Context: an optimization exercise on an open-source flow, tuned for small area and a short achievable clock period. The choices shown serve that exercise and are no tape-out recipe. The RTL was checked by simulation tests, not by an equivalence proof against the original design. Power is estimated from default activity; no workload was simulated.

==> 08-19: inputs <==
==> flow/design.v <==
package fifo_pkg;
  localparam int STATUS_CNT_W = 32;
  typedef struct packed {
    logic [STATUS_CNT_W-1:0] count;
    logic                    almostFull;
    logic                    almostEmpty;
    logic                    overflow;
  } fifo_status_t;
  function automatic integer count_width(input integer depth);
    count_width = $clog2(depth + 1);
  endfunction
endpackage
module fifo_ram #(
  parameter int DEPTH = 128,
  parameter int WIDTH = 32,
  localparam int AW   = (DEPTH > 1) ? $clog2(DEPTH) : 1
) (
  input  logic             clk,
  input  logic             we,
  input  logic [AW-1:0]    waddr,
  input  logic [WIDTH-1:0] wdata,
  input  logic [AW-1:0]    raddr,
  output logic [WIDTH-1:0] rdata
);
  logic [WIDTH-1:0] mem [DEPTH];
  always_ff @(posedge clk) begin
    if (we) mem[waddr] <= wdata;
  end
  assign rdata = mem[raddr];
endmodule
module stream_fifo #(
  parameter int DEPTH         = 128,
  parameter int WIDTH         = 32,
  parameter int OUT_REG       = 0,
  parameter int AFULL_THRESH  = DEPTH - 4,
  parameter int AEMPTY_THRESH = 4,
  localparam int CW           = fifo_pkg::count_width(DEPTH),
  localparam int AW           = (DEPTH > 1) ? $clog2(DEPTH) : 1
) (
  input  logic             clk,
  input  logic             rst,
  input  logic             IN_flush,
  input  logic [WIDTH-1:0] IN_data,
  input  logic             IN_valid,
  output logic             OUT_ready,
  input  logic             IN_ready,
  output logic             OUT_valid,
  output logic [WIDTH-1:0] OUT_data,
  output logic [CW-1:0]    OUT_count,
  output logic             OUT_almostFull,
  output logic             OUT_almostEmpty,
  output logic             OUT_overflow
);
  localparam int STATUS_CNT_W = fifo_pkg::STATUS_CNT_W;
  fifo_pkg::fifo_status_t  status_q, status_d;
  logic                    ready_q;
  logic                    head_vld;
  logic [WIDTH-1:0]        head_dat, ram_rdata;
  logic [AW-1:0]           wr_ptr, rd_ptr;
  logic                    push, pop, ram_we, rd_adv;
  logic [STATUS_CNT_W-1:0] cnt_n;
  function automatic logic [AW-1:0] ptr_inc(input logic [AW-1:0] p);
    ptr_inc = (p == AW'(DEPTH - 1)) ? '0 : p + AW'(1);
  endfunction
  assign push = IN_valid && ready_q && !IN_flush;
  assign pop  = head_vld && IN_ready && !IN_flush;
  always_comb begin
    cnt_n = status_q.count;
    if (IN_flush)          cnt_n = '0;
    else if (push && !pop) cnt_n = status_q.count + STATUS_CNT_W'(1);
    else if (pop && !push) cnt_n = status_q.count - STATUS_CNT_W'(1);
  end
  always_comb begin
    status_d             = status_q;
    status_d.count       = cnt_n;
    status_d.almostFull  = (cnt_n >= STATUS_CNT_W'(AFULL_THRESH));
    status_d.almostEmpty = (cnt_n <= STATUS_CNT_W'(AEMPTY_THRESH));
    status_d.overflow    = !IN_flush && (status_q.overflow || (IN_valid && !ready_q));
  end
  always_ff @(posedge clk or posedge rst) begin
    if (rst) begin
      status_q.count       <= '0;
      status_q.almostFull  <= 1'b0;
      status_q.almostEmpty <= 1'b1;
      status_q.overflow    <= 1'b0;
      ready_q  <= 1'b1;
      wr_ptr   <= '0;
      rd_ptr   <= '0;
    end else begin
      status_q <= status_d;
      ready_q  <= (cnt_n != STATUS_CNT_W'(DEPTH));
      if (IN_flush) begin
        wr_ptr <= '0;
        rd_ptr <= '0;
      end else begin
        if (ram_we) wr_ptr <= ptr_inc(wr_ptr);
        if (rd_adv) rd_ptr <= ptr_inc(rd_ptr);
      end
    end
  end
  fifo_ram #(.DEPTH(DEPTH), .WIDTH(WIDTH)) u_ram (
    .clk   (clk),
    .we    (ram_we),
    .waddr (wr_ptr),
    .wdata (IN_data),
    .raddr (rd_ptr),
    .rdata (ram_rdata)
  );
  if (OUT_REG == 0) begin : g_direct
    logic vld_q;
    always_ff @(posedge clk or posedge rst) begin
      if (rst) vld_q <= 1'b0;
      else     vld_q <= (cnt_n != '0);
    end
    assign head_vld = vld_q;
    assign head_dat = vld_q ? ram_rdata : '0;
    assign ram_we   = push;
    assign rd_adv   = pop;
  end else begin : g_oreg
    logic                    ov_q;
    logic [WIDTH-1:0]        od_q;
    logic [STATUS_CNT_W-1:0] mem_cnt;
    logic                    refill, mem_has, bypass;
    assign mem_cnt = status_q.count - STATUS_CNT_W'(ov_q);
    assign refill  = !ov_q || pop;
    assign mem_has = (mem_cnt != '0);
    assign bypass  = pop && push && !mem_has;
    assign ram_we  = push && !bypass;
    assign rd_adv  = refill && mem_has && !IN_flush;
    always_ff @(posedge clk or posedge rst) begin
      if (rst) begin
        ov_q <= 1'b0;
        od_q <= '0;
      end else if (IN_flush) begin
        ov_q <= 1'b0;
      end else if (refill) begin
        if (mem_has) begin
          ov_q <= 1'b1;
          od_q <= ram_rdata;
        end else if (bypass) begin
          ov_q <= 1'b1;
          od_q <= IN_data;
        end else begin
          ov_q <= 1'b0;
        end
      end
    end
    assign head_vld = ov_q;
    assign head_dat = od_q;
  end
  assign OUT_ready       = ready_q;
  assign OUT_valid       = head_vld;
  assign OUT_data        = head_dat;
  assign OUT_count       = status_q.count[CW-1:0];
  assign OUT_almostFull  = status_q.almostFull;
  assign OUT_almostEmpty = status_q.almostEmpty;
  assign OUT_overflow    = status_q.overflow;
endmodule
==> flow/run.sh <==
#!/bin/bash
# synth_recipe.tcl (not shown) runs the flow's synth.tcl, then flattens the netlist and writes it again
# the make line also repeats each setting of config.mk as NAME=value (left out here)
make -C /OpenROAD-flow-scripts/flow DESIGN_CONFIG=/design/flow/config.mk WORK_HOME=/design/flow/orfs CLKGATE_MAP_FILE= SYNTH_SCRIPT=/design/flow/synth_recipe.tcl finish
==> flow/config.mk <==
export PLATFORM = sky130hd
export DESIGN_NAME = stream_fifo
export DESIGN_NICKNAME = stream_fifo
export VERILOG_FILES = /design/flow/design.v
export SDC_FILE = /design/flow/constraint.sdc
export NUM_CORES = 4
export LEC_CHECK = 0
export CAP_MARGIN = 20
export CORE_MARGIN = 2
export CORE_UTILIZATION = 45
export SLEW_MARGIN = 20
==> flow/constraint.sdc <==
create_clock -name core_clock -period 7.0 [get_ports {clk}]
set_input_delay 1.4000 -clock core_clock [delete_from_list [all_inputs] [get_ports {clk}]]
set_output_delay 1.4000 -clock core_clock [all_outputs]
set_load 0.01 [all_outputs]
==> 08-09: changes against 08-19 <==
==> flow/design.v (replaced) <==
package fifo_pkg;
  localparam int STATUS_CNT_W = 32;
  typedef struct packed {
    logic [STATUS_CNT_W-1:0] count;
    logic                    almostFull;
    logic                    almostEmpty;
    logic                    overflow;
  } fifo_status_t;
  function automatic integer count_width(input integer depth);
    count_width = $clog2(depth + 1);
  endfunction
endpackage
module fifo_ram #(
  parameter int DEPTH = 128,
  parameter int WIDTH = 32,
  localparam int AW   = (DEPTH > 1) ? $clog2(DEPTH) : 1
) (
  input  logic             clk,
  input  logic             we,
  input  logic [AW-1:0]    waddr,
  input  logic [WIDTH-1:0] wdata,
  input  logic [AW-1:0]    raddr,
  output logic [WIDTH-1:0] rdata
);
  logic [WIDTH-1:0] mem [DEPTH];
  always_ff @(posedge clk) begin
    if (we) mem[waddr] <= wdata;
  end
  assign rdata = mem[raddr];
endmodule
module stream_fifo #(
  parameter int DEPTH         = 128,
  parameter int WIDTH         = 32,
  parameter int OUT_REG       = 0,
  parameter int AFULL_THRESH  = DEPTH - 4,
  parameter int AEMPTY_THRESH = 4,
  localparam int CW           = fifo_pkg::count_width(DEPTH),
  localparam int RD           = DEPTH - 1,           
  localparam int AW           = (RD > 1) ? $clog2(RD) : 1
) (
  input  logic             clk,
  input  logic             rst,
  input  logic             IN_flush,
  input  logic [WIDTH-1:0] IN_data,
  input  logic             IN_valid,
  output logic             OUT_ready,
  input  logic             IN_ready,
  output logic             OUT_valid,
  output logic [WIDTH-1:0] OUT_data,
  output logic [CW-1:0]    OUT_count,
  output logic             OUT_almostFull,
  output logic             OUT_almostEmpty,
  output logic             OUT_overflow
);
  logic [CW-1:0]    cnt_q;
  logic             vld_q, empty_q, rdy_q, full_q, af_q, aen_q, ovf_q, ge2_q;
  logic [WIDTH-1:0] head_q, ram_rdata;
  logic [AW-1:0]    wp_q, rp_q;
  logic             push, pop, inc, dec, wadv, radv, h_load, h_hold;
  assign push = IN_valid && rdy_q && !IN_flush;
  assign pop  = vld_q && IN_ready && !IN_flush;
  assign inc  = push && !pop;
  assign dec  = pop && !push;
  assign wadv = push && vld_q;
  assign radv = pop && (ge2_q || push);
  always_ff @(posedge clk or posedge rst) begin
    if (rst) begin
      cnt_q   <= '0;
      vld_q   <= 1'b0;
      empty_q <= 1'b1;
      rdy_q   <= 1'b1;
      full_q  <= 1'b0;
      af_q    <= 1'b0;
      aen_q   <= 1'b0;
      ge2_q   <= 1'b0;
      ovf_q   <= 1'b0;
    end else begin
      ovf_q <= !IN_flush && (ovf_q || (IN_valid && !rdy_q));
      if (IN_flush) begin
        cnt_q   <= '0;
        vld_q   <= 1'b0;
        empty_q <= 1'b1;
        rdy_q   <= 1'b1;
        full_q  <= 1'b0;
        af_q    <= 1'b0;
        aen_q   <= 1'b0;
        ge2_q   <= 1'b0;
      end else if (inc) begin
        cnt_q   <= cnt_q + CW'(1);
        vld_q   <= 1'b1;
        empty_q <= 1'b0;
        rdy_q   <= (cnt_q != CW'(DEPTH - 1));
        full_q  <= (cnt_q == CW'(DEPTH - 1));
        af_q    <= (cnt_q >= CW'(AFULL_THRESH - 1));
        aen_q   <= (cnt_q > CW'(AEMPTY_THRESH - 1));
        ge2_q   <= (cnt_q >= CW'(1));
      end else if (dec) begin
        cnt_q   <= cnt_q - CW'(1);
        vld_q   <= (cnt_q != CW'(1));
        empty_q <= (cnt_q == CW'(1));
        rdy_q   <= 1'b1;
        full_q  <= 1'b0;
        af_q    <= (cnt_q >= CW'(AFULL_THRESH + 1));
        aen_q   <= (cnt_q > CW'(AEMPTY_THRESH + 1));
        ge2_q   <= (cnt_q >= CW'(3));
      end
    end
  end
  always_ff @(posedge clk or posedge rst) begin
    if (rst) begin
      wp_q <= '0;
      rp_q <= '0;
    end else if (IN_flush) begin
      wp_q <= '0;
      rp_q <= '0;
    end else begin
      if (wadv) wp_q <= (wp_q == AW'(RD - 1)) ? '0 : wp_q + AW'(1);
      if (radv) rp_q <= (rp_q == AW'(RD - 1)) ? '0 : rp_q + AW'(1);
    end
  end
  fifo_ram #(.DEPTH(RD), .WIDTH(WIDTH)) u_ram (
    .clk   (clk),
    .we    (rdy_q),
    .waddr (wp_q),
    .wdata (IN_data),
    .raddr (rp_q),
    .rdata (ram_rdata)
  );
  assign h_load = empty_q || IN_ready;
  assign h_hold = vld_q && !IN_ready;
  always_ff @(posedge clk) begin
    head_q <= (head_q & {WIDTH{h_hold}}) | ((ge2_q ? ram_rdata : IN_data) & {WIDTH{h_load}});
  end
  assign OUT_ready       = !full_q;
  assign OUT_valid       = vld_q;
  assign OUT_data        = head_q;
  assign OUT_count       = cnt_q;
  assign OUT_almostFull  = af_q;
  assign OUT_almostEmpty = !aen_q;
  assign OUT_overflow    = ovf_q;
endmodule
Settings changed: CTS_CLUSTER_DIAMETER from default to 100, CTS_CLUSTER_SIZE from default to 30, SETUP_SLACK_MARGIN from default to 4.2.
==> comparison table <==
DRC marker count from the first detailed-route iteration: 08-19 10200; 08-09 14400
Inserted Clock Buffers: 08-19 419; 08-09 162
Clock-cell share of area: 08-19 7.19%; 08-09 2.48%
Count of buffers not belonging to the clock network in the layout: 08-19 458; 08-09 827
Hold path endpoint: 08-19 status_q[0]; 08-09 full_q
Number of H-tree branching levels: 08-19 5; 08-09 4
Antenna violations before repair: 08-19 27; 08-09 35
Worst EP required: 08-19 5.60 ns; 08-09 7.78 ns
Post-synthesis compound-gate area fraction: 08-19 0.895%; 08-09 3.57%
Per-cell routed wire length: 08-19 34.7 um; 08-09 39.2 um
Cell Int Power: 08-19 42.5 mW; 08-09 34.9 mW
Die outline area: 08-19 359000 um2; 08-09 359000 um2
Outcome: 08-19 complete, no violations; 08-09 complete, no violations
End point of the critical path: 08-19 OUT_data[9]; 08-09 head_q[5]

## port drivers added, routing unchanged
No port has a modelled driver above. Below, the same layouts with a new extraction and two added sets of constraints. Step 1, drivers: a clkbuf_16 drives clk and a buf_2 each remaining input, both assumed. Step 2 also shifts input and output timing later by t, the mid clock arrival at the registers, as if the neighbouring blocks saw the same clock. Three values: ideal, step 1, step 2; two values: the first two.
run | shift t [ns] | setup slack, ns | worst setup path at the end
08-19 | 1.043 | 0.225 / 0.123 / 1.167 | register to output
08-09 | 1.008 | 3.833 / 3.785 / 3.189 | input to register
After both steps every run listed still meets setup and hold. For 08-09, which loses most, drivers alone change the setup slack by -0.048 ns; drivers and shift together by -0.644 ns.
